What follows belongs to an exercise in optimizing a design on an open flow for small area, a short achievable clock period and few clock cycles per item; a production flow would make more cautious choices. Function was checked by simulation only, so behaviour that the tests miss may differ from the original.

==> flow/config.mk <==
export PLATFORM = sky130hd
export DESIGN_NAME = divider_top
export DESIGN_NICKNAME = divider_top
export VERILOG_FILES = /design/flow/design.v
export SDC_FILE = /design/flow/constraint.sdc
export NUM_CORES = 4
export LEC_CHECK = 0
export ABC_AREA = 1
export CAP_MARGIN = 20
export CORE_MARGIN = 2
export CORE_UTILIZATION = 40
export SLEW_MARGIN = 20
==> flow/constraint.sdc <==
create_clock -name core_clock -period 27.0 [get_ports {clk}]
set_input_delay 5.4000 -clock core_clock [delete_from_list [all_inputs] [get_ports {clk}]]
set_output_delay 5.4000 -clock core_clock [all_outputs]
set_load 0.01 [all_outputs]
==> flow/design.v <==
`timescale 1ns/1ps
module divider_top (
    input  logic        clk,
    input  logic        rst_n,
    input  logic [31:0] op1,
    input  logic [31:0] op2,
    input  logic [2:0]  funct3,
    input  logic        start,
    input  logic        ack,
    output logic [31:0] result,
    output logic        done
);
    localparam logic [1:0] S_IDLE = 2'd0;
    localparam logic [1:0] S_PREP = 2'd1;
    localparam logic [1:0] S_ITER = 2'd2;
    localparam logic [1:0] S_FIX  = 2'd3;
    logic [1:0]  st_q;
    logic [31:0] r_q;       
    logic [32:0] t_q;       
    logic [31:0] q_q;       
    logic [4:0]  sh_q;      
    logic [3:0]  cnt_q;     
    logic        rem_q;     
    logic        neg_q;     
    assign result = q_q;
    logic        sgn, sa, sb;
    logic [31:0] a1, b1;
    logic [5:0]  la1, lb1;
    logic [5:0]  la_hi, lb_lo;
    logic [5:0]  dl;
    logic        b_zero, fast;
    logic [31:0] fast_val;
    assign sgn = ~funct3[0];
    assign sa  = sgn & op1[31];
    assign sb  = sgn & op2[31];
    assign a1  = op1 ^ {32{sa}};
    assign b1  = op2 ^ {32{sb}};
    always_comb begin
        la1 = 6'd0;
        for (int i = 0; i < 32; i++)
            if (a1[i]) la1 = 6'(i + 1);
    end
    always_comb begin
        lb1 = 6'd0;
        for (int i = 0; i < 32; i++)
            if (b1[i]) lb1 = 6'(i + 1);
    end
    assign la_hi  = la1 + 6'(sa);
    assign lb_lo  = (lb1 == 6'd0) ? 6'd1 : lb1;
    assign dl     = la_hi - lb_lo;
    assign b_zero = (op2 == 32'd0);
    assign fast   = b_zero || (la_hi < lb_lo);
    assign fast_val = funct3[1] ? op1 : {32{b_zero}};
    logic [32:0] s1;
    logic [31:0] r1;
    logic        q1;
    logic [32:0] s2;
    logic [31:0] r2;
    logic        q0;
    assign s1 = {1'b0, r_q} - {1'b0, t_q[30:0], 1'b0};
    assign q1 = ~s1[32] & ~t_q[32] & ~t_q[31];
    assign r1 = q1 ? s1[31:0] : r_q;
    assign s2 = {1'b0, r1} - {1'b0, t_q[31:0]};
    assign q0 = ~s2[32] & ~t_q[32];
    assign r2 = q0 ? s2[31:0] : r1;
    logic [31:0] q_shift;
    assign q_shift = {q_q[29:0], q1, q0};
    logic last;
    assign last = (cnt_q == 4'd0);
    always_ff @(posedge clk or negedge rst_n) begin
        if (!rst_n) begin
            st_q <= S_IDLE;
            done <= 1'b0;
        end else begin
            case (st_q)
                S_IDLE: begin
                    if (start) begin
                        st_q <= fast ? S_IDLE : S_PREP;
                        done <= fast;
                    end else begin
                        done <= done & ~ack;
                    end
                end
                S_PREP: begin
                    st_q <= S_ITER;
                end
                S_ITER: begin
                    if (last) begin
                        if (neg_q) begin
                            st_q <= S_FIX;
                        end else begin
                            st_q <= S_IDLE;
                            done <= 1'b1;
                        end
                    end
                end
                default: begin
                    st_q <= S_IDLE;
                    done <= 1'b1;
                end
            endcase
        end
    end
    always_ff @(posedge clk) begin
        case (st_q)
            S_IDLE: begin
                if (start) begin
                    r_q   <= a1 + 32'(sa);
                    t_q   <= {1'b0, b1 + 32'(sb)};
                    sh_q  <= dl[4:0];
                    rem_q <= funct3[1];
                    neg_q <= funct3[1] ? sa : (sa ^ sb);
                    q_q   <= fast ? fast_val : 32'd0;
                end
            end
            S_PREP: begin
                t_q   <= t_q << {sh_q[4:1], 1'b0};
                cnt_q <= sh_q[4:1];
            end
            S_ITER: begin
                r_q   <= r2;
                t_q   <= {2'b00, t_q[32:2]};
                cnt_q <= cnt_q - 4'd1;
                q_q   <= (last && rem_q) ? r2 : q_shift;
            end
            default: begin
                q_q <= -q_q;
            end
        endcase
    end
endmodule
==> flow/run.sh <==
#!/bin/bash
# synth_recipe.tcl (not shown) runs the flow's synth.tcl, then flattens the netlist and writes it again
# the make line also repeats each setting of config.mk as NAME=value (left out here)
make -C /OpenROAD-flow-scripts/flow DESIGN_CONFIG=/design/flow/config.mk WORK_HOME=/design/flow/orfs CLKGATE_MAP_FILE= SYNTH_SCRIPT=/design/flow/synth_recipe.tcl finish
==> results.sh, run 1 <==
export IMPL_detailroute_via_count=13616
export IMPL_crit_path_start_kind="input pin"
export IMPL_r2r_start="t_q[1]"
export IMPL_synth_top_cell_by_area="edfxtp_1"
export IMPL_worst_setup_path_end_kind="register"
export IMPL_postRouteWirelength_mm=45.0
export IMPL_max_stage_delay_ps=860
export IMPL_ff2ff_path_depth=46
export IMPL_fill_cells=3405
export IMPL_floorplan_die_height_um=186
export IMPL_final_max_slew_violation_count=0
export IMPL_critPathMostFrequentCell="nand2_1"
export IMPL_detailed_place_hpwl_mm=35.6
export IMPL_vias_in_the_first_global_route=12468
export IMPL_fmaxAchievable_mhz=82.3
export IMPL_max_slew_worst_pin_slew_ps=1100
export IMPL_hold_viol=0
export IMPL_layout_area_overhead_vs_synth_pct=13.0
export IMPL_drt_pass1_iter_count=6
export IMPL_clock_insertion_delay_worst_skew_ps=370
export IMPL_hold_path_startpoint="done"
export IMPL_critical_path_peak_fanout=33
export IMPL_cts_hold_buffers_added=0
export IMPL_fin_setup_tns_ps=0
export IMPL_syn_instance_count=1984
export IMPL_final_setup_skew_ps=16.5
export IMPL_viasPerCell=5.47
export IMPL_tritoncts_clock_tree="done"
export IMPL_finalWeightedCongestion=0.963
export IMPL_max_cap_viols=0
export IMPL_yosys_warnings=1
export IMPL_hold_path_end="done"
export IMPL_clock_buffers_created_by_tritoncts=9
export IMPL_worst_path_dominant_cell_family="simple AND/OR/NAND/NOR gates"
export IMPL_synth_enable_flop_cells=107
export IMPL_reg2reg_to="q_q[17]"
export IMPL_drcViolationCount=0
export IMPL_syn_num_nets=2137
export IMPL_critPathArrivalTime_ps=12380
export IMPL_max_clock_path_buffers=2
export IMPL_antenna_found_initial=0
export IMPL_floorplan_rows=66
export IMPL_aggregate_global_routing_overflow=0
export IMPL_port_buffer_count=102
export IMPL_synthMostInstantiatedCell="nand2_1"
export IMPL_synth_common_cells="nand2_1, inv_1, o21ai_0, nor2_1, a21oi_1"
export IMPL_crit_type="input pin to register"
export IMPL_netlist_area_leader_share_pct=24.1
export IMPL_layout_drive_gt1_share_pct=4.83
export IMPL_grt_start_max_net_pins=78
export IMPL_netlist_area_mm2=0.0133
export IMPL_starting_density_of_the_core_pct=40.7
export IMPL_first_pass_grt_wire_length_mm=69.9
export IMPL_worst_setup_hold_path_clk_slew_ps=90
export IMPL_ctsRootBufferMaster="clkbuf_16"
export IMPL_report_final_setup_viol=0
export IMPL_critPathSlowestCell="nor2_2"
export IMPL_yosys_most_used_dff="edfxtp_1"
export IMPL_synth_cell_types=60
export IMPL_ys_ff_latch=110
export IMPL_synth_async_reset_ratio_pct=2.73
export IMPL_period_share_pct=45.0
export IMPL_clkSinkCount=110
export IMPL_ctsResizeCount=0
export IMPL_final_period_minus_worst_setup_slack_ps=12150
export IMPL_cts_post_setup_buffers_inserted=0
export IMPL_cts_htree_levels=3
export IMPL_ff2ff_setup_slack_ps=18320
export IMPL_worst_ep_required_time_ps=27230
export IMPL_yosys_top_cells_area="edfxtp_1, nand2_1, o21ai_0"
export IMPL_die_w_um=186
export IMPL_wl_per_cell_um=18.1
export IMPL_ant_nets=0
export IMPL_crit_buf_inv=4
export IMPL_core_area_mm2=0.0327
export IMPL_drt_iter0_markers=1247
export IMPL_min_delay_path_class="register to register"
export IMPL_insertedDiodeCount=0
export IMPL_die_area_mm2=0.0348
export IMPL_yosysSeqAreaShare_pct=24.7
export IMPL_number_of_nets_in_the_finished_design=2196
export IMPL_holdPathStages=2
export IMPL_track_usage_pct=25.4
export IMPL_max_slew_headroom_at_the_worst_pin_pct=26.8
export IMPL_avgSynthCellArea_um2=6.71
export IMPL_top_level_ports=104
export IMPL_rsz0062_at_grt="no"
export IMPL_result_of_the_run="no timing/DRC/antenna violations"
-- metrics by stage --
step                hold WS, ps  util [%]  area, um2  instances  worst slack [ps]
floorplan                   532         -      13300       1984             16930
global placement            503      45.1      14700       2474             14530
detailed placement          510      45.1      14700       2474             14500
CTS                         531      46.0      15000       2490             14850
global route                550      46.0      15000       2490             14180
finish                      532      46.0      15000       2490             14850
-- sequential cells by signal, indices dropped and copies added (netlist names), named ones only --
| register | cells |
|---|---|
| rem_q | 1 |
| t_q | 33 |
| r_q | 32 |
| st_q | 2 |
| sh_q | 4 |
| neg_q | 1 |
| q_q | 31 |
| done | 1 |
| cnt_q | 4 |
-- worst reg2reg max path: cells and delay by family (launching register included) --
kind                       cells  cell delay (ps)
and+or+nand+nor               26             2600
buffers and inverters          3             1150
AOI/OAI and AO/OA             15             3540
adders and majority gates      2              680
DFF                            1              450
-- how the worst max path moves through the flow --
stage,end,slack [ps],depth (start not counted),from
after CTS,q_q[9],14850,50,funct3[0]
final,q_q[9],14850,50,funct3[0]
after global placement,q_q[7],14530,47,op1[31]
after floorplan,q_q[12],16930,48,funct3[0]
after detailed placement,q_q[9],14500,50,funct3[0]
after global routing,q_q[9],14180,50,funct3[0]
-- metal layers --
metal  track usage (%)  part of all wire, %
met1              38.4                   49
met2              36.8                   41
met3              3.84                  7.8
met4              7.91                  2.9
met5                 0                    0
-- cells in the final DEF (no fill, tap or decap), types with 7 or more instances in the layout --
cell / count
nor2_4: 9
nand3_1: 95
clkbuf_16: 9
edfxtp_1: 107
a21oi_1: 133
nor3_2: 7
a31oi_1: 16
o21ai_1: 27
ha_1: 79
or2_2: 10
o21bai_1: 9
xor2_1: 107
o221ai_1: 8
o211ai_1: 33
xnor2_1: 29
nor4_1: 12
clkdlybuf4s50_1: 102
inv_1: 234
nor3_1: 13
o31ai_1: 8
buf_4: 17
nand2_1: 491
o21ai_0: 229
inv_2: 8
o22ai_1: 13
nand4_1: 13
nor2_1: 135
nand3b_1: 10
a22oi_1: 8
-- final cells by class --
type | count | area [um2] | area share (%)
clock buffer | 10 | 239 | 1.59
timing repair buffer | 119 | 1150 | 7.63
inverter | 244 | 916 | 6.09
multi-input combinational | 1559 | 8830 | 58.7
clock inverter | 6 | 75.1 | 0.499
tap | 442 | 553 | 3.68
sequential | 110 | 3290 | 21.9
-- cell families after synthesis --
kind of cell | share of synthesized area (%)
simple gates | 27.5
xor+xnor | 9.07
flops | 24.7
compound gates | 21.3
mux | 0.376
fa+ha+maj | 7.87
buf+inv | 9.17
Testbench counts, summed over its fixed seeds: cycles 142,140, items 32,000.
==> run 2: changes to the inputs <==
--- a/flow/config.mk
+++ b/flow/config.mk
@@ -6,5 +6,4 @@
 export NUM_CORES = 4
 export LEC_CHECK = 0
-export ABC_AREA = 1
 export CAP_MARGIN = 20
 export CORE_MARGIN = 2
==> run 2 against run 1 <==
Sequential share of layout area fell by 1.7 points. Core utilization fell by 1.2 points. Non-clock buffer count rose by 7. Synthesized cell count fell by 1.7%. First-iteration DRC count rose by 24%. Register-to-register slack improved by 1600 ps. Maximum frequency rose by 6.4%. Highest routed layer unchanged.
==> results.sh, run 2 <==
export IMPL_starting_density_of_the_core_pct=40.4
export IMPL_yosys_top_cells_area="edfxtp_1, xnor2_1, ha_1"
export IMPL_synth_common_cells="nand2_1, nor2_1, o21ai_0, a21oi_1, xnor2_1"
export IMPL_top_level_ports=104
export IMPL_hold_viol=0
export IMPL_drt_iter0_markers=1550
export IMPL_drt_pass1_iter_count=6
export IMPL_cts_post_setup_buffers_inserted=0
export IMPL_cts_htree_levels=3
export IMPL_max_clock_path_buffers=2
export IMPL_track_usage_pct=25.6
export IMPL_viasPerCell=6.09
export IMPL_detailroute_via_count=14778
export IMPL_netlist_area_mm2=0.0147
export IMPL_setup_slack_ps=15590
export IMPL_clock_buffers_created_by_tritoncts=9
export IMPL_dpl_instance_area_mm2=0.0160
export IMPL_core_area_mm2=0.0364
export IMPL_clkSinkCount=110
export IMPL_synth_async_reset_ratio_pct=2.73
export IMPL_rsz0062_at_grt="no"
export IMPL_worst_setup_hold_path_clk_slew_ps=80
export IMPL_critPathArrivalTime_ps=11650
export IMPL_fmaxAchievable_mhz=87.6
export IMPL_ctsRootBufferMaster="clkbuf_16"
export IMPL_first_pass_grt_wire_length_mm=77.2
export IMPL_worst_ep_required_time_ps=27230
export IMPL_grt_start_max_net_pins=61
export IMPL_syn_num_nets=2104
export IMPL_biggestRegsByFlops="t_q (33), r_q (32), q_q (31)"
export IMPL_ys_ff_latch=110
export IMPL_final_instance_count_excl_fill=2427
export IMPL_syn_instance_count=1951
export IMPL_min_delay_path_class="register to register"
export IMPL_crit_path_start_kind="input pin"
export IMPL_final_period_minus_worst_setup_slack_ps=11410
export IMPL_report_final_setup_viol=0
export IMPL_critical_path_peak_fanout=43
export IMPL_layout_cells_most_common_list="nand2_1, nor2_1, o21ai_0"
export IMPL_ant_nets=0
export IMPL_tritoncts_clock_tree="done"
export IMPL_layout_drive_gt1_share_pct=5.21
export IMPL_layout_area_overhead_vs_synth_pct=10.9
export IMPL_synth_top_cell_by_area="edfxtp_1"
export IMPL_synth_cell_types=79
export IMPL_die_area_mm2=0.0383
export IMPL_port_buffer_count=102
export IMPL_detailed_place_hpwl_mm=39.0
export IMPL_final_core_util_pct=44.8
export IMPL_insertedDiodeCount=0
export IMPL_largest_register_ffs=33
export IMPL_antenna_found_initial=0
export IMPL_synthMostInstantiatedCell="nand2_1"
export IMPL_yosysSeqAreaShare_pct=22.3
export IMPL_drcViolationCount=0
export IMPL_final_setup_skew_ps=7.53
export IMPL_cts_hold_buffers_added=0
export IMPL_postRouteWirelength_mm=50.2
export IMPL_avgSynthCellArea_um2=7.54
export IMPL_wl_per_cell_um=20.7
export IMPL_max_slew_worst_pin_slew_ps=933
export IMPL_synth_enable_flop_cells=107
export IMPL_yosys_warnings=1
export IMPL_aggregate_global_routing_overflow=0
export IMPL_top_register="t_q"
export IMPL_worst_setup_path_end_kind="register"
export IMPL_holdPathStages=1
export IMPL_netlist_area_leader_share_pct=21.8
export IMPL_floorplan_rows=70
export IMPL_max_slew_headroom_at_the_worst_pin_pct=37.7
export IMPL_final_hold_worst_slack_ps=509
export IMPL_fin_setup_tns_ps=0
export IMPL_final_area_mm2=0.0163
export IMPL_finalWeightedCongestion=0.946
export IMPL_leading_cell_type_in_the_layout_fill_and_taps_excluded="nand2_1"
export IMPL_final_max_slew_violation_count=0
export IMPL_dpl_cell_count=2411
export IMPL_crit_type="input pin to register"
export IMPL_result_of_the_run="no timing/DRC/antenna violations"
export IMPL_ctsResizeCount=0
export IMPL_max_cap_viols=0
export IMPL_ff2ff_path_depth=21
export IMPL_number_of_nets_in_the_finished_design=2107
export IMPL_post_place_ws_ps=15120
export IMPL_period_share_pct=42.3
export IMPL_yosys_most_used_dff="edfxtp_1"
export IMPL_clock_insertion_delay_worst_skew_ps=370
export IMPL_floorplan_die_height_um=196
export IMPL_vias_in_the_first_global_route=13211
export IMPL_die_w_um=196
[run 2: changes by cell type after synthesis, sizes merged, moves of 41 or more]
| cell | before | now |
|---|---|---|
| inv | 241 | 88 |
| nand2 | 500 | 208 |
| xor2 | 107 | 45 |
| mux2i | 5 | 54 |
| xnor2 | 30 | 128 |
| nand3 | 100 | 44 |
| o21ai | 257 | 176 |
| clkbuf | 59 | 117 |
| nor3 | 21 | 62 |
[run 2: worst paths after layout]
check / to / from / slack (ps)
max reg2reg: r_q[7] / t_q[2] / 19900
min reg2reg: done / done / 510
max: q_q[29] / op1[31] / 15590
min: done / done / 510
min in group asynchronous: done / rst_n / 5230
max in group asynchronous: st_q[0] / rst_n / 21590
[run 2: critical path: stages]
cell and delay [ps]:
clkdlybuf4s50_1 720, nand2b_2 180, buf_4 420, inv_2 70
ha_1 350, nor2_1 50, o311ai_0 280, a21oi_1 120
a2111oi_0 650, o21ai_0 280, a21oi_1 250, nand3b_1 140
a21oi_1 100, ha_1 350, fa_1 470, a21o_1 190
a21oi_1 220, o21bai_1 90, a21oi_1 280, a21oi_1 130
nor2b_2 130, buf_4 320, o21ai_0 150, nand2_1 110
nor3_1 50, a21oi_1 130
[run 2: cells by family (layout without fill, tap and decap cells)]
logic type               Yosys count  in the layout  share of synthesized area, %
multiplexers                      85             85                          6.66
XOR/XNOR                         173            173                          10.3
flip-flops                       110            110                          22.3
AND/OR/NAND/NOR                  660            660                          21.1
buffers and inverters            224            232                          5.72
AO/OA/AOI/OAI                    617            617                          26.8
adder cells (fa/ha/maj)           82             82                          7.13
[run 2: final cells by class]
| class | count | area [um2] |
|---|---|---|
| Fill cell | 3690 | 20100 |
| Multi-Input combinational cell | 1617 | 10600 |
| Sequential cell | 110 | 3290 |
| Timing Repair Buffer | 126 | 1200 |
| Tap cell | 468 | 586 |
| Inverter | 90 | 338 |
| Clock buffer | 11 | 253 |
| Clock inverter | 5 | 40.0 |
[run 2: layer usage]
layer / GRT usage [%] / up-vias / wire length [um]
met5: 0 / - / 0
met4: 8.73 / 0 / 1620
met3: 4.04 / 48 / 4140
met2: 36.4 / 621 / 20500
met1: 38.9 / 6904 / 23900
li1: - / 7205 / -
==> run 3: changes to the inputs <==
==> flow/design.v (replaced) <==
`timescale 1ns/1ps
module divider_top (
    input  logic        clk,
    input  logic        rst_n,
    input  logic [31:0] op1,
    input  logic [31:0] op2,
    input  logic [2:0]  funct3,
    input  logic        start,
    input  logic        ack,
    output logic [31:0] result,
    output logic        done
);
    localparam logic [1:0] S_IDLE = 2'd0;
    localparam logic [1:0] S_PREP = 2'd1;
    localparam logic [1:0] S_ITER = 2'd2;
    localparam logic [1:0] S_FIX  = 2'd3;
    logic [1:0]  st_q;
    logic [31:0] r_q;       
    logic [31:0] t_q;       
    logic [31:0] q_q;       
    logic [3:0]  cnt_q;     
    logic        rem_q;     
    logic        sgn_q;     
    logic        neg_q;     
    assign result = q_q;
    logic        sa, sb;
    logic [31:0] abs_a, abs_b;
    logic [5:0]  lz_a, lz_b;
    logic [5:0]  dlz;
    logic        b_zero, a_short;
    logic [31:0] t_init;
    logic [31:0] fast_val;
    assign sa    = sgn_q & r_q[31];
    assign sb    = sgn_q & t_q[31];
    assign abs_a = sa ? -r_q : r_q;
    assign abs_b = sb ? -t_q : t_q;
    always_comb begin
        lz_a = 6'd32;
        for (int i = 0; i < 32; i++)
            if (abs_a[i]) lz_a = 6'(31 - i);
    end
    always_comb begin
        lz_b = 6'd32;
        for (int i = 0; i < 32; i++)
            if (abs_b[i]) lz_b = 6'(31 - i);
    end
    assign b_zero = (t_q == 32'd0);
    assign dlz    = lz_b - lz_a;
    assign a_short  = lz_a > lz_b;
    assign t_init = abs_b << {dlz[4:1], 1'b0};
    assign fast_val = rem_q ? r_q : {32{b_zero}};
    logic [32:0] d1;
    logic [32:0] s1;
    logic [31:0] r1;
    logic        q1;
    logic [32:0] s2;
    logic [31:0] r2;
    logic        q0;
    assign d1 = {t_q, 1'b0};
    assign s1 = {1'b0, r_q} - d1;
    assign q1 = ~s1[32] & ~t_q[31];
    assign r1 = q1 ? s1[31:0] : r_q;
    assign s2 = {1'b0, r1} - {1'b0, t_q};
    assign q0 = ~s2[32];
    assign r2 = q0 ? s2[31:0] : r1;
    logic [31:0] q_shift;
    assign q_shift = {q_q[29:0], q1, q0};
    logic last;
    assign last = (cnt_q == 4'd0);
    logic accept;
    assign accept = (st_q == S_IDLE) && start;
    always_ff @(posedge clk or negedge rst_n) begin
        if (!rst_n) begin
            st_q <= S_IDLE;
            done <= 1'b0;
        end else begin
            case (st_q)
                S_IDLE: begin
                    if (start) st_q <= S_PREP;
                    done <= done & ~ack;
                end
                S_PREP: begin
                    if (b_zero || a_short) begin
                        st_q <= S_IDLE;
                        done <= 1'b1;
                    end else begin
                        st_q <= S_ITER;
                    end
                end
                S_ITER: begin
                    if (last) begin
                        if (neg_q) begin
                            st_q <= S_FIX;
                        end else begin
                            st_q <= S_IDLE;
                            done <= 1'b1;
                        end
                    end
                end
                default: begin
                    st_q <= S_IDLE;
                    done <= 1'b1;
                end
            endcase
        end
    end
    always_ff @(posedge clk) begin
        case (st_q)
            S_IDLE: begin
                r_q <= op1;
                t_q <= op2;
            end
            S_PREP: begin
                r_q <= abs_a;
                t_q <= t_init;
            end
            default: begin
                r_q <= r2;
                t_q <= {2'b00, t_q[31:2]};
            end
        endcase
        cnt_q <= (st_q == S_PREP) ? dlz[4:1] : cnt_q - 4'd1;
    end
    always_ff @(posedge clk) begin
        if (accept) begin
            rem_q <= funct3[1];
            sgn_q <= ~funct3[0];
        end
        if (st_q == S_PREP) neg_q <= rem_q ? sa : (sa ^ sb);
    end
    always_ff @(posedge clk) begin
        case (st_q)
            S_IDLE: ;
            S_PREP: q_q <= fast_val & {32{b_zero | a_short}};
            S_ITER: q_q <= (last && rem_q) ? r2 : q_shift;
            default: q_q <= -q_q;
        endcase
    end
endmodule
--- a/flow/config.mk
+++ b/flow/config.mk
@@ -6,4 +6,5 @@
 export NUM_CORES = 4
 export LEC_CHECK = 0
+export ABC_AREA = 1
 export CAP_MARGIN = 20
 export CORE_MARGIN = 2
==> run 3 against run 2 <==
Count of clock-buffer cells in the layout shrank 1. Clock skew grew 4.2 ps. Sequential cell count shrank 4. Design area shrank 9.0%. Sequential share of layout area shrank 3.4 points. Global-route usage grew 1.8 points. First-iteration DRC count shrank 27%. Critical path type is now register to primary output. Largest cell class unchanged. Highest routed layer unchanged.
==> results.sh, run 3 <==
export IMPL_report_final_setup_viol=0
export IMPL_path_cells="clkdlybuf4s50_1"
export IMPL_critPathArrivalTime_ps=1490
export IMPL_drt_iter0_markers=1135
export IMPL_antenna_found_initial=0
export IMPL_clock_insertion_delay_worst_skew_ps=380
export IMPL_fmaxAchievable_mhz=145
export IMPL_ys_ff_latch=106
export IMPL_finalWeightedCongestion=0.916
export IMPL_layout_drive_gt1_share_pct=5.51
export IMPL_yosys_most_used_dff="dfxtp_1"
export IMPL_netlist_area_leader_share_pct=13.8
export IMPL_syn_num_nets=2260
export IMPL_starting_density_of_the_core_pct=40.6
export IMPL_drt_pass1_iter_count=6
export IMPL_synth_cell_types=67
export IMPL_result_of_the_run="no timing/DRC/antenna violations"
export IMPL_period_share_pct=25.5
export IMPL_floorplan_rows=66
export IMPL_dpl_cell_count=2583
export IMPL_tritoncts_clock_tree="done"
export IMPL_worst_ep_required_time_ps=21600
export IMPL_cts_htree_levels=3
export IMPL_rsz0062_at_grt="no"
export IMPL_crit_buf_inv=1
export IMPL_reg2reg_to="t_q[29]"
export IMPL_ff2ff_setup_slack_ps=20260
export IMPL_synth_enable_flop_cells=35
export IMPL_number_of_nets_in_the_finished_design=2310
export IMPL_max_slew_headroom_at_the_worst_pin_pct=43.6
export IMPL_synth_top_cell_by_area="nand2_1"
export IMPL_syn_instance_count=2103
export IMPL_cp_depth=1
export IMPL_multi_input_gate_area_in_the_final_layout_mm2=0.00930
export IMPL_final_setup_skew_ps=11.8
export IMPL_crit_path_launch="q_q[11]"
export IMPL_crit_path_start_kind="register"
export IMPL_synth_async_reset_ratio_pct=2.83
export IMPL_ctsResizeCount=0
export IMPL_final_period_minus_worst_setup_slack_ps=6890
export IMPL_top_level_ports=104
export IMPL_clock_buffers_created_by_tritoncts=9
export IMPL_ctsRootBufferMaster="clkbuf_16"
export IMPL_critPathSlowestCell="clkdlybuf4s50_1"
export IMPL_crit_type="register to primary output"
export IMPL_insertedDiodeCount=0
export IMPL_track_usage_pct=27.4
export IMPL_worst_path_dominant_cell_family="buffers and inverters"
export IMPL_floorplan_die_height_um=185
export IMPL_worst_setup_path_endpoint="result[11]"
export IMPL_clkSinkCount=106
export IMPL_ff2ff_path_depth=41
export IMPL_ant_nets=0
export IMPL_yosys_warnings=1
export IMPL_core_area_mm2=0.0325
export IMPL_max_clock_path_buffers=2
export IMPL_worst_setup_path_end_kind="primary output"
export IMPL_regArea_mm2=0.00249
export IMPL_avgSynthCellArea_um2=6.26
export IMPL_biggestRegsByFlops="r_q (32), t_q (32), q_q (31)"
export IMPL_hold_viol=0
export IMPL_final_max_slew_violation_count=0
export IMPL_max_cap_viols=0
export IMPL_wl_met3_mm=2.87
export IMPL_dr_wl_met2_mm=21.2
export IMPL_layout_area_overhead_vs_synth_pct=12.8
export IMPL_synth_common_cells="nand2_1, inv_1, nor2_1, o21ai_0, a21oi_1"
export IMPL_detailroute_via_count=14402
export IMPL_critical_path_peak_fanout=6
export IMPL_first_pass_grt_wire_length_mm=73.1
export IMPL_wl_per_cell_um=18.1
export IMPL_aggregate_global_routing_overflow=0
export IMPL_die_area_mm2=0.0344
export IMPL_synthMostInstantiatedCell="nand2_1"
export IMPL_grt_start_max_net_pins=69
export IMPL_r2r_start="sgn_q"
export IMPL_vias_in_the_first_global_route=13737
export IMPL_postRouteWirelength_mm=46.9
export IMPL_fin_setup_tns_ps=0
export IMPL_dr_max_layer_used="met4"
export IMPL_min_delay_path_class="register to register"
export IMPL_met1Wirelength_mm=21.6
export IMPL_cts_hold_buffers_added=0
export IMPL_leading_cell_type_in_the_layout_fill_and_taps_excluded="nand2_1"
export IMPL_drcViolationCount=0
export IMPL_layout_cells_most_common_list="nand2_1, inv_1, nor2_1"
export IMPL_viasPerCell=5.54
export IMPL_yosysSeqAreaShare_pct=18.9
export IMPL_detailed_place_hpwl_mm=37.3
export IMPL_final_instance_count_excl_fill=2600
export IMPL_port_buffer_count=102
export IMPL_worst_setup_hold_path_clk_slew_ps=80
export IMPL_fill_cells=3522
export IMPL_max_stage_delay_ps=600
export IMPL_yosys_top_cells_area="nand2_1, dfxtp_1, edfxtp_1"
export IMPL_max_slew_worst_pin_slew_ps=846
export IMPL_netlist_area_mm2=0.0132
export IMPL_die_w_um=185
export IMPL_cts_post_setup_buffers_inserted=0
==> run 3: how the worst min path moves through the flow <==
stage / from / to / slack [ps] / depth (start not counted)
after global routing: cnt_q[0] / cnt_q[0] / 520 / 1
after detailed placement: cnt_q[0] / cnt_q[0] / 490 / 1
after global placement: done / done / 480 / 1
after floorplan: cnt_q[0] / cnt_q[0] / 450 / 1
after CTS: cnt_q[0] / cnt_q[0] / 500 / 1
final: cnt_q[0] / cnt_q[0] / 490 / 1
==> run 3: logic make-up (layout without fill, tap and decap cells) <==
kind of cell / after synthesis / after routing / synth area share, %
DFF: 106 / 106 / 18.9
AOI/OAI and AO/OA: 582 / 582 / 26.2
and+or+nand+nor: 848 / 848 / 27.8
muxes: 2 / 2 / 0.152
buffers and inverters: 360 / 415 / 10.7
adders and majority gates: 86 / 86 / 8.34
xor gates and xnor gates: 119 / 119 / 7.97
==> run 3: area by class of cell <==
class / count / share of cell area (%)
tap: 442 / 3.72
clock buffer: 10 / 1.54
multi-input combinational: 1637 / 62.6
sequential: 106 / 16.7
timing repair buffer: 121 / 7.83
clock inverter: 6 / 0.589
inverter: 278 / 7.02
==> run 3: through the flow <==
| step | utilization [%] | hold slack, ps | worst slack, ps | cell area [um2] |
|---|---|---|---|---|
| final | 45.8 | 492 | 20110 | 14900 |
| after global routing | 45.8 | 521 | 19770 | 14900 |
| after CTS | 45.8 | 500 | 20110 | 14900 |
| after detailed placement | 44.8 | 486 | 20260 | 14500 |
| after global placement | 44.8 | 477 | 20170 | 14500 |
| after floorplan | - | 450 | 21110 | 13200 |
==> run 3: layer usage <==
metal  vias up  track usage (%)
met1      6660             37.3
met2       489             45.2
met4         0             8.89
li1       7187                -
met5         -                0
met3        66             2.93
Testbench counts of run 3, summed over its fixed seeds: cycles 156,157, items 32,000.
==> run 4: changes to the inputs <==
--- a/flow/config.mk
+++ b/flow/config.mk
@@ -6,5 +6,4 @@
 export NUM_CORES = 4
 export LEC_CHECK = 0
-export ABC_AREA = 1
 export CAP_MARGIN = 20
 export CORE_MARGIN = 2
==> run 4 against run 3 <==
Still clean. Via count is 1.7% higher. Hold slack worse by 2.5 ps. Clock skew is 2.2 ps higher. Setup slack worse by 540 ps. Die area is 0.96% higher. Synthesized cell count is 15% lower. Final cell count is 12% lower. Sequential cell count stayed put. Design area is 1.3% higher. Core utilization is 0.36 points higher.
==> results.sh, run 4 <==
export IMPL_result_of_the_run="no timing/DRC/antenna violations"
export IMPL_die_area_mm2=0.0347
export IMPL_aggregate_global_routing_overflow=0
export IMPL_tritoncts_clock_tree="done"
export IMPL_fin_setup_tns_ps=0
export IMPL_starting_density_of_the_core_pct=40.8
export IMPL_report_final_setup_viol=0
export IMPL_ff2ff_setup_slack_ps=19560
export IMPL_worst_setup_path_end_kind="register"
export IMPL_critPathSlowestCell="a2111oi_2"
export IMPL_path_cells="inv_1 -> ha_1 -> o211ai_1 -> a21oi_1 -> o21a_1 -> a211o_1 -> nand3_1 -> a311oi_4 -> buf_4 -> mux2_2 -> ha_1 -> nand3_1 -> a211oi_1 -> o21ai_0 -> a2111oi_2 -> o21ai_0 -> and3b_2 -> a211oi_1 -> o21ai_0"
export IMPL_final_period_minus_worst_setup_slack_ps=7440
export IMPL_leading_cell_type_in_the_layout_fill_and_taps_excluded="nand2_1"
export IMPL_max_slew_headroom_at_the_worst_pin_pct=28.0
export IMPL_clkSinkCount=106
export IMPL_ctsResizeCount=0
export IMPL_crit_path_start_kind="register"
export IMPL_synth_enable_flop_cells=35
export IMPL_worst_setup_hold_path_clk_slew_ps=80
export IMPL_max_slew_worst_pin_slew_ps=1070
export IMPL_final_setup_skew_ps=14.0
export IMPL_critPathMostFrequentCell="o21ai_0"
export IMPL_fill_cells=3339
export IMPL_layout_drive_gt1_share_pct=5.71
export IMPL_synth_common_cells="nand2_1, nor2_1, o21ai_0, a21oi_1, xnor2_1"
export IMPL_max_stage_delay_ps=1020
export IMPL_netlist_area_leader_share_pct=10.2
export IMPL_syn_instance_count=1792
export IMPL_cts_hold_buffers_added=0
export IMPL_worst_setup_path_endpoint="q_q[13]"
export IMPL_r2r_start="t_q[3]"
export IMPL_crit_buf_inv=2
export IMPL_synth_async_reset_ratio_pct=2.83
export IMPL_yosysSeqAreaShare_pct=18.7
export IMPL_critPathArrivalTime_ps=7550
export IMPL_crit_type="register to register"
export IMPL_synth_cell_types=88
export IMPL_first_pass_grt_wire_length_mm=82.1
export IMPL_drcViolationCount=0
export IMPL_drt_pass1_iter_count=7
export IMPL_multi_input_gate_area_in_the_final_layout_mm2=0.0102
export IMPL_floorplan_die_height_um=186
export IMPL_worst_ep_required_time_ps=27110
export IMPL_yosys_top_cells_area="dfxtp_1, edfxtp_1, ha_1"
export IMPL_max_clock_path_buffers=2
export IMPL_clock_insertion_delay_worst_skew_ps=390
export IMPL_port_buffer_count=102
export IMPL_layout_cells_most_common_list="nand2_1, nor2_1, o21ai_0"
export IMPL_yosys_warnings=1
export IMPL_layout_area_overhead_vs_synth_pct=13.2
export IMPL_crit_path_launch="t_q[3]"
export IMPL_synthMostInstantiatedCell="nand2_1"
export IMPL_postRouteWirelength_mm=54.6
export IMPL_cp_depth=19
export IMPL_clock_buffers_created_by_tritoncts=9
export IMPL_die_w_um=186
export IMPL_max_cap_viols=0
export IMPL_detailed_place_hpwl_mm=42.7
export IMPL_ys_ff_latch=106
export IMPL_syn_num_nets=1949
export IMPL_synth_top_cell_by_area="dfxtp_1"
export IMPL_min_delay_path_class="register to register"
export IMPL_worst_path_dominant_cell_family="compound AO/OA/AOI/OAI gates"
export IMPL_reg2reg_to="q_q[13]"
export IMPL_finalWeightedCongestion=0.983
export IMPL_top_level_ports=104
export IMPL_cts_post_setup_buffers_inserted=0
export IMPL_wl_per_cell_um=24.0
export IMPL_antenna_found_initial=0
export IMPL_ant_nets=0
export IMPL_critical_path_peak_fanout=32
export IMPL_track_usage_pct=30.5
export IMPL_fmaxAchievable_mhz=134
export IMPL_cts_htree_levels=3
export IMPL_setup_slack_ps=19560
export IMPL_netlist_area_mm2=0.0133
export IMPL_ctsRootBufferMaster="clkbuf_16"
export IMPL_hold_viol=0
export IMPL_period_share_pct=27.6
export IMPL_yosys_most_used_dff="dfxtp_1"
export IMPL_number_of_nets_in_the_finished_design=1990
export IMPL_rsz0062_at_grt="no"
export IMPL_floorplan_rows=66
export IMPL_core_area_mm2=0.0326
export IMPL_vias_in_the_first_global_route=13536
export IMPL_final_max_slew_violation_count=0
export IMPL_detailroute_via_count=14644
export IMPL_grt_start_max_net_pins=56
export IMPL_drt_iter0_markers=1514
export IMPL_ff2ff_path_depth=19
export IMPL_biggestRegsByFlops="r_q (32), t_q (32), q_q (31)"
export IMPL_avgSynthCellArea_um2=7.42
export IMPL_post_place_ws_ps=19790
export IMPL_insertedDiodeCount=0
export IMPL_regArea_mm2=0.00249
export IMPL_viasPerCell=6.42
## run 4: worst reg2reg max path: cells and delay by family, from the launching register on
kind,cells,cell delay [ps]
buf+inv,2,660
mux,1,450
compound gates,11,4020
fa+ha+maj,2,810
simple gates,3,790
flops,1,440
## run 4: kinds of logic after synthesis
logic type	share of synthesized area (%)
muxes	5.14
buffers and inverters	5.28
adders and majority gates	8.26
xor gates and xnor gates	8.82
AOI/OAI and AO/OA	31.1
DFF	18.7
and+or+nand+nor	22.7
## run 4: layout make-up
type | instances | area share (%)
Sequential cell | 106 | 16.5
Clock inverter | 7 | 0.657
Clock buffer | 9 | 1.50
Multi-Input combinational cell | 1505 | 67.6
Tap cell | 442 | 3.67
Inverter | 85 | 2.12
Timing Repair Buffer | 126 | 7.98
## run 4: worst min-delay path by stage
stage	startpoint	to	slack [ps]	cells past startpoint
after floorplan	cnt_q[0]	cnt_q[0]	450	1
after global placement	done	done	480	1
after detailed placement	done	done	480	1
after CTS	done	done	500	1
after global routing	done	done	540	1
final	cnt_q[0]	cnt_q[0]	490	1
## run 4: stage by stage
| step | util (%) | hold slack, ps | std cells | area (um2) |
|---|---|---|---|---|
| floorplan | - | 450 | 1792 | 13300 |
| global placement | 45.2 | 479 | 2264 | 14700 |
| detailed placement | 45.2 | 482 | 2264 | 14700 |
| CTS | 46.2 | 499 | 2280 | 15100 |
| global route | 46.2 | 537 | 2280 | 15100 |
| finish | 46.2 | 490 | 2280 | 15100 |
## run 4: layer usage
metal	wire, um	up-vias	track usage (%)	part of all wire (%)
met4	2360	0	13.1	4.3
met1	24400	7014	42.9	45
met3	4850	114	4.76	8.9
met5	0	-	0	0
met2	23000	739	46.2	42
li1	-	6777	-	-
==> run 5: changes to the inputs <==
--- a/flow/design.v
+++ b/flow/design.v
@@ -17,5 +17,5 @@
     logic [1:0]  st_q;
     logic [31:0] r_q;       
-    logic [31:0] t_q;       
+    logic [32:0] t_q;       
     logic [31:0] q_q;       
     logic [3:0]  cnt_q;     
@@ -25,30 +25,44 @@
     assign result = q_q;
     logic        sa, sb;
+    logic [31:0] a1, b1;
     logic [31:0] abs_a, abs_b;
-    logic [5:0]  lz_a, lz_b;
-    logic [5:0]  dlz;
+    logic [5:0]  la1, lb1;
+    logic [5:0]  la_hi, lb_lo;
+    logic [5:0]  dl;
     logic        b_zero, a_short;
-    logic [31:0] t_init;
+    logic [32:0] t_init;
     logic [31:0] fast_val;
-    assign sa    = sgn_q & r_q[31];
-    assign sb    = sgn_q & t_q[31];
-    assign abs_a = sa ? -r_q : r_q;
-    assign abs_b = sb ? -t_q : t_q;
+    assign sa = sgn_q & r_q[31];
+    assign sb = sgn_q & t_q[31];
+    assign a1 = r_q ^ {32{sa}};
+    assign b1 = t_q[31:0] ^ {32{sb}};
     always_comb begin
-        lz_a = 6'd32;
-        for (int i = 0; i < 32; i++)
-            if (abs_a[i]) lz_a = 6'(31 - i);
+        logic ca, cb;
+        ca = sa;
+        cb = sb;
+        for (int i = 0; i < 32; i++) begin
+            abs_a[i] = a1[i] ^ ca;
+            abs_b[i] = b1[i] ^ cb;
+            ca = ca & a1[i];
+            cb = cb & b1[i];
+        end
     end
     always_comb begin
-        lz_b = 6'd32;
+        la1 = 6'd0;
         for (int i = 0; i < 32; i++)
-            if (abs_b[i]) lz_b = 6'(31 - i);
+            if (a1[i]) la1 = 6'(i + 1);
     end
-    assign b_zero = (t_q == 32'd0);
-    assign dlz    = lz_b - lz_a;
-    assign a_short  = lz_a > lz_b;
-    assign t_init = abs_b << {dlz[4:1], 1'b0};
+    always_comb begin
+        lb1 = 6'd0;
+        for (int i = 0; i < 32; i++)
+            if (b1[i]) lb1 = 6'(i + 1);
+    end
+    assign la_hi   = la1 + 6'(sa);
+    assign lb_lo   = (lb1 == 6'd0) ? 6'd1 : lb1;
+    assign dl      = la_hi - lb_lo;
+    assign b_zero  = (t_q[31:0] == 32'd0);
+    assign a_short = la_hi < lb_lo;
+    assign t_init = {1'b0, abs_b} << {dl[4:1], 1'b0};
     assign fast_val = rem_q ? r_q : {32{b_zero}};
-    logic [32:0] d1;
     logic [32:0] s1;
     logic [31:0] r1;
@@ -57,10 +71,9 @@
     logic [31:0] r2;
     logic        q0;
-    assign d1 = {t_q, 1'b0};
-    assign s1 = {1'b0, r_q} - d1;
-    assign q1 = ~s1[32] & ~t_q[31];
+    assign s1 = {1'b0, r_q} - {1'b0, t_q[30:0], 1'b0};
+    assign q1 = ~s1[32] & ~t_q[32] & ~t_q[31];
     assign r1 = q1 ? s1[31:0] : r_q;
-    assign s2 = {1'b0, r1} - {1'b0, t_q};
-    assign q0 = ~s2[32];
+    assign s2 = {1'b0, r1} - {1'b0, t_q[31:0]};
+    assign q0 = ~s2[32] & ~t_q[32];
     assign r2 = q0 ? s2[31:0] : r1;
     logic [31:0] q_shift;
@@ -109,5 +122,5 @@
             S_IDLE: begin
                 r_q <= op1;
-                t_q <= op2;
+                t_q <= {1'b0, op2};
             end
             S_PREP: begin
@@ -117,8 +130,8 @@
             default: begin
                 r_q <= r2;
-                t_q <= {2'b00, t_q[31:2]};
+                t_q <= {2'b00, t_q[32:2]};
             end
         endcase
-        cnt_q <= (st_q == S_PREP) ? dlz[4:1] : cnt_q - 4'd1;
+        cnt_q <= (st_q == S_PREP) ? dl[4:1] : cnt_q - 4'd1;
     end
     always_ff @(posedge clk) begin
--- a/flow/config.mk
+++ b/flow/config.mk
@@ -6,4 +6,5 @@
 export NUM_CORES = 4
 export LEC_CHECK = 0
+export ABC_AREA = 1
 export CAP_MARGIN = 20
 export CORE_MARGIN = 2
==> run 5 against run 4 <==
First-iteration DRC count decreased by 33%. Global-route usage decreased by 6.1 points. Via count decreased by 13%. Design area decreased by 5.3%. Wire length decreased by 26%. Clock skew increased by 0.71 ps. Setup slack got worse by 1700 ps.
==> results.sh, run 5 <==
export IMPL_crit_type="register to register"
export IMPL_hold_viol=0
export IMPL_syn_instance_count=1948
export IMPL_result_of_the_run="no timing/DRC/antenna violations"
export IMPL_ff2ff_setup_slack_ps=17820
export IMPL_final_core_util_pct=45.2
export IMPL_track_usage_pct=24.4
export IMPL_top_register="t_q"
export IMPL_postRouteWirelength_mm=40.5
export IMPL_worst_ep_required_time_ps=27100
export IMPL_grt_start_max_net_pins=53
export IMPL_leading_cell_type_in_the_layout_fill_and_taps_excluded="nand2_1"
export IMPL_multi_input_gate_area_in_the_final_layout_mm2=0.00895
export IMPL_finalWeightedCongestion=0.922
export IMPL_final_setup_skew_ps=14.7
export IMPL_yosys_top_cells_area="nand2_1, ha_1, dfxtp_1"
export IMPL_syn_num_nets=2159
export IMPL_reg2reg_to="q_q[10]"
export IMPL_ys_ff_latch=107
export IMPL_cts_post_setup_buffers_inserted=0
export IMPL_ff2ff_path_depth=41
export IMPL_fill_cells=3381
export IMPL_largest_register_ffs=33
export IMPL_detailroute_via_count=12737
export IMPL_layout_area_overhead_vs_synth_pct=11.5
export IMPL_critPathMostFrequentCell="o21ai_2"
export IMPL_rsz0062_at_grt="no"
export IMPL_fin_setup_tns_ps=0
export IMPL_synth_common_cells="nand2_1, inv_1, o21ai_0, ha_1, nor2_1"
export IMPL_hold_path_startpoint="cnt_q[0]"
export IMPL_drt_pass1_iter_count=5
export IMPL_wl_per_cell_um=16.9
export IMPL_viasPerCell=5.31
export IMPL_critPathSlowestCell="o21ai_0"
export IMPL_synth_top_cell_by_area="nand2_1"
export IMPL_min_delay_path_class="register to register"
export IMPL_worst_setup_path_end_kind="register"
export IMPL_ctsResizeCount=0
export IMPL_r2r_start="t_q[2]"
export IMPL_drt_iter0_markers=1017
export IMPL_crit_path_launch="t_q[2]"
export IMPL_final_hold_worst_slack_ps=484
export IMPL_netlist_area_leader_share_pct=16.0
export IMPL_drcViolationCount=0
export IMPL_core_area_mm2=0.0316
export IMPL_clock_buffers_created_by_tritoncts=9
export IMPL_detailed_place_hpwl_mm=32.0
export IMPL_antenna_found_initial=0
export IMPL_final_max_slew_violation_count=0
export IMPL_synth_cell_types=56
export IMPL_cts_hold_buffers_added=0
export IMPL_cts_htree_levels=3
export IMPL_netlist_area_mm2=0.0128
export IMPL_max_cap_viols=0
export IMPL_clock_insertion_delay_worst_skew_ps=380
export IMPL_yosys_warnings=1
export IMPL_synth_mux_area_share_pct=0.0782
export IMPL_max_slew_worst_pin_slew_ps=1050
export IMPL_max_clock_path_buffers=2
export IMPL_synthMostInstantiatedCell="nand2_1"
export IMPL_final_period_minus_worst_setup_slack_ps=9180
export IMPL_layout_cells_most_common_list="nand2_1, inv_1, o21ai_0"
export IMPL_vias_in_the_first_global_route=12321
export IMPL_clkSinkCount=107
export IMPL_floorplan_die_height_um=183
export IMPL_avgSynthCellArea_um2=6.57
export IMPL_number_of_nets_in_the_finished_design=2202
export IMPL_biggestRegsByFlops="t_q (33), r_q (32), q_q (31)"
export IMPL_synthXorXnorAreaFrac_pct=9.79
export IMPL_max_stage_delay_ps=600
export IMPL_period_share_pct=34.0
export IMPL_simple_gate_portion_of_the_synthesized_area_pct=25.7
export IMPL_port_buffer_count=102
export IMPL_die_w_um=183
export IMPL_crit_path_start_kind="register"
export IMPL_yosys_most_used_dff="dfxtp_1"
export IMPL_ctsRootBufferMaster="clkbuf_16"
export IMPL_worst_setup_path_endpoint="q_q[10]"
export IMPL_floorplan_rows=65
export IMPL_share_of_synthesized_cell_area_in_full_adder_half_adder_and_majority_cells_pct=13.9
export IMPL_max_slew_headroom_at_the_worst_pin_pct=30.1
export IMPL_die_area_mm2=0.0334
export IMPL_synth_top_family_by_area="simple AND/OR/NAND/NOR gates"
export IMPL_fmaxAchievable_mhz=109
export IMPL_worst_setup_hold_path_clk_slew_ps=90
export IMPL_synth_compound_area_share_pct=20.4
export IMPL_report_final_setup_viol=0
export IMPL_critPathArrivalTime_ps=9270
export IMPL_critical_path_peak_fanout=52
export IMPL_tritoncts_clock_tree="done"
export IMPL_synth_enable_flop_cells=35
export IMPL_top_level_ports=104
export IMPL_layout_drive_gt1_share_pct=3.21
export IMPL_starting_density_of_the_core_pct=40.6
export IMPL_ant_nets=0
export IMPL_final_area_mm2=0.0143
export IMPL_regArea_mm2=0.00251
export IMPL_synth_async_reset_ratio_pct=2.80
export IMPL_first_pass_grt_wire_length_mm=65.0
export IMPL_insertedDiodeCount=0
export IMPL_yosysSeqAreaShare_pct=19.6
export IMPL_dpl_instance_area_mm2=0.0139
export IMPL_aggregate_global_routing_overflow=0
run 5: cell count changes after synthesis, moves of 43 or more:
| cell | before | now |
|---|---|---|
| xor2_1 | 46 | 106 |
| nand3_1 | 51 | 95 |
| nand2_1 | 146 | 546 |
| ha_1 | 83 | 137 |
| xnor2_1 | 88 | 37 |
| nand2b_1 | 46 | 0 |
| a21o_1 | 43 | 0 |
| nor3_1 | 64 | 11 |
| inv_1 | 84 | 225 |
run 5: worst min path at each step:
stage / slack [ps] / endpoint / cells past startpoint
4_1_cts: 480 / cnt_q[0] / 1
2_1_floorplan: 430 / cnt_q[0] / 1
3_5_place_dp: 460 / cnt_q[0] / 1
5_1_grt: 500 / cnt_q[0] / 1
6_report: 480 / cnt_q[0] / 1
3_3_place_gp: 460 / cnt_q[0] / 1
run 5: cells by family (layout without fill, tap and decap cells):
family / after synthesis / in the layout
and+or+nand+nor: 806 / 806
AOI/OAI and AO/OA: 436 / 436
buffers and inverters: 315 / 363
xor gates and xnor gates: 143 / 143
adders and majority gates: 140 / 140
DFF: 107 / 107
muxes: 1 / 1
run 5: routing by layer:
layer  up-vias  GRT usage, %  share of wire [%]
met4         0          5.60                1.6
met3        38          2.74                4.1
li1       6581             -                  -
met2       298          39.7                 44
met1      5820          34.7                 50
met5         -             0                  0
run 5: layout make-up:
cell class,instances,share of cell area (%)
sequential,107,17.6
clock inverter,7,0.465
inverter,232,6.11
timing repair buffer,115,7.98
clock buffer,9,1.58
multi-input combinational,1526,62.8
tap,402,3.53
run 5: per-stage QoR:
stage                     std cells  worst slack [ps]
after CTS                      2397             17840
after floorplan                1948             20120
after detailed placement       2381             17870
after global routing           2398             17050
final                          2398             17820
after global placement         2381             18010
run 5: worst max-delay path, delay by kind of cell, from the launching register on:
family / cells / cell delay, ps
DFF: 1 / 430
and+or+nand+nor: 7 / 1010
buffers and inverters: 4 / 1350
adders and majority gates: 2 / 680
AOI/OAI and AO/OA: 28 / 5370
Testbench counts of run 5, summed over its fixed seeds: cycles 158,528, items 32,000.

==> afterwards: timing with drivers on the ports <==
The flow's constraints put no driver on any port. The routed layouts listed below were extracted and timed again, unchanged, in two steps.
Step 1: set_driving_cell puts a clkbuf_16 on clk and a buf_2 on each other input, an assumption about the parent block.
Step 2 moves the port delays by t, midway between the first and last clock arrival at a register: inputs arrive t later, outputs are due t later. That takes back most of the time a late clock gives input paths.
Three values: ideal, step 1, step 2; two values: the first two.
run | t (ns) | slack for setup (ns) | hold slack, ns | worst slew at a driven data input, ns | cell pins on the clock port's net
run 1 | 0.412 | 14.851 / 14.870 / 14.457 | 0.532 / 0.532 / 0.532 | 0.05 | 1
run 2 | 0.417 | 15.586 / 15.613 / 15.196 | 0.509 / 0.509 / 0.509 | 0.05 | 1
run 3 | 0.429 | 20.105 / 20.049 / 20.259 | 0.492 / 0.492 / 0.492 | 0.06 | 1
run 4 | 0.438 | 19.561 / 19.561 / 19.561 | 0.490 / 0.490 / 0.490 | 0.05 | 1
run 5 | 0.419 | 17.821 / 17.821 / 17.821 | 0.484 / 0.484 / 0.484 | 0.04 | 1
After both steps every run listed still meets setup and hold. The setup slack of run 1, which loses most, moves by +0.019 ns with the drivers and by -0.394 ns with both steps.
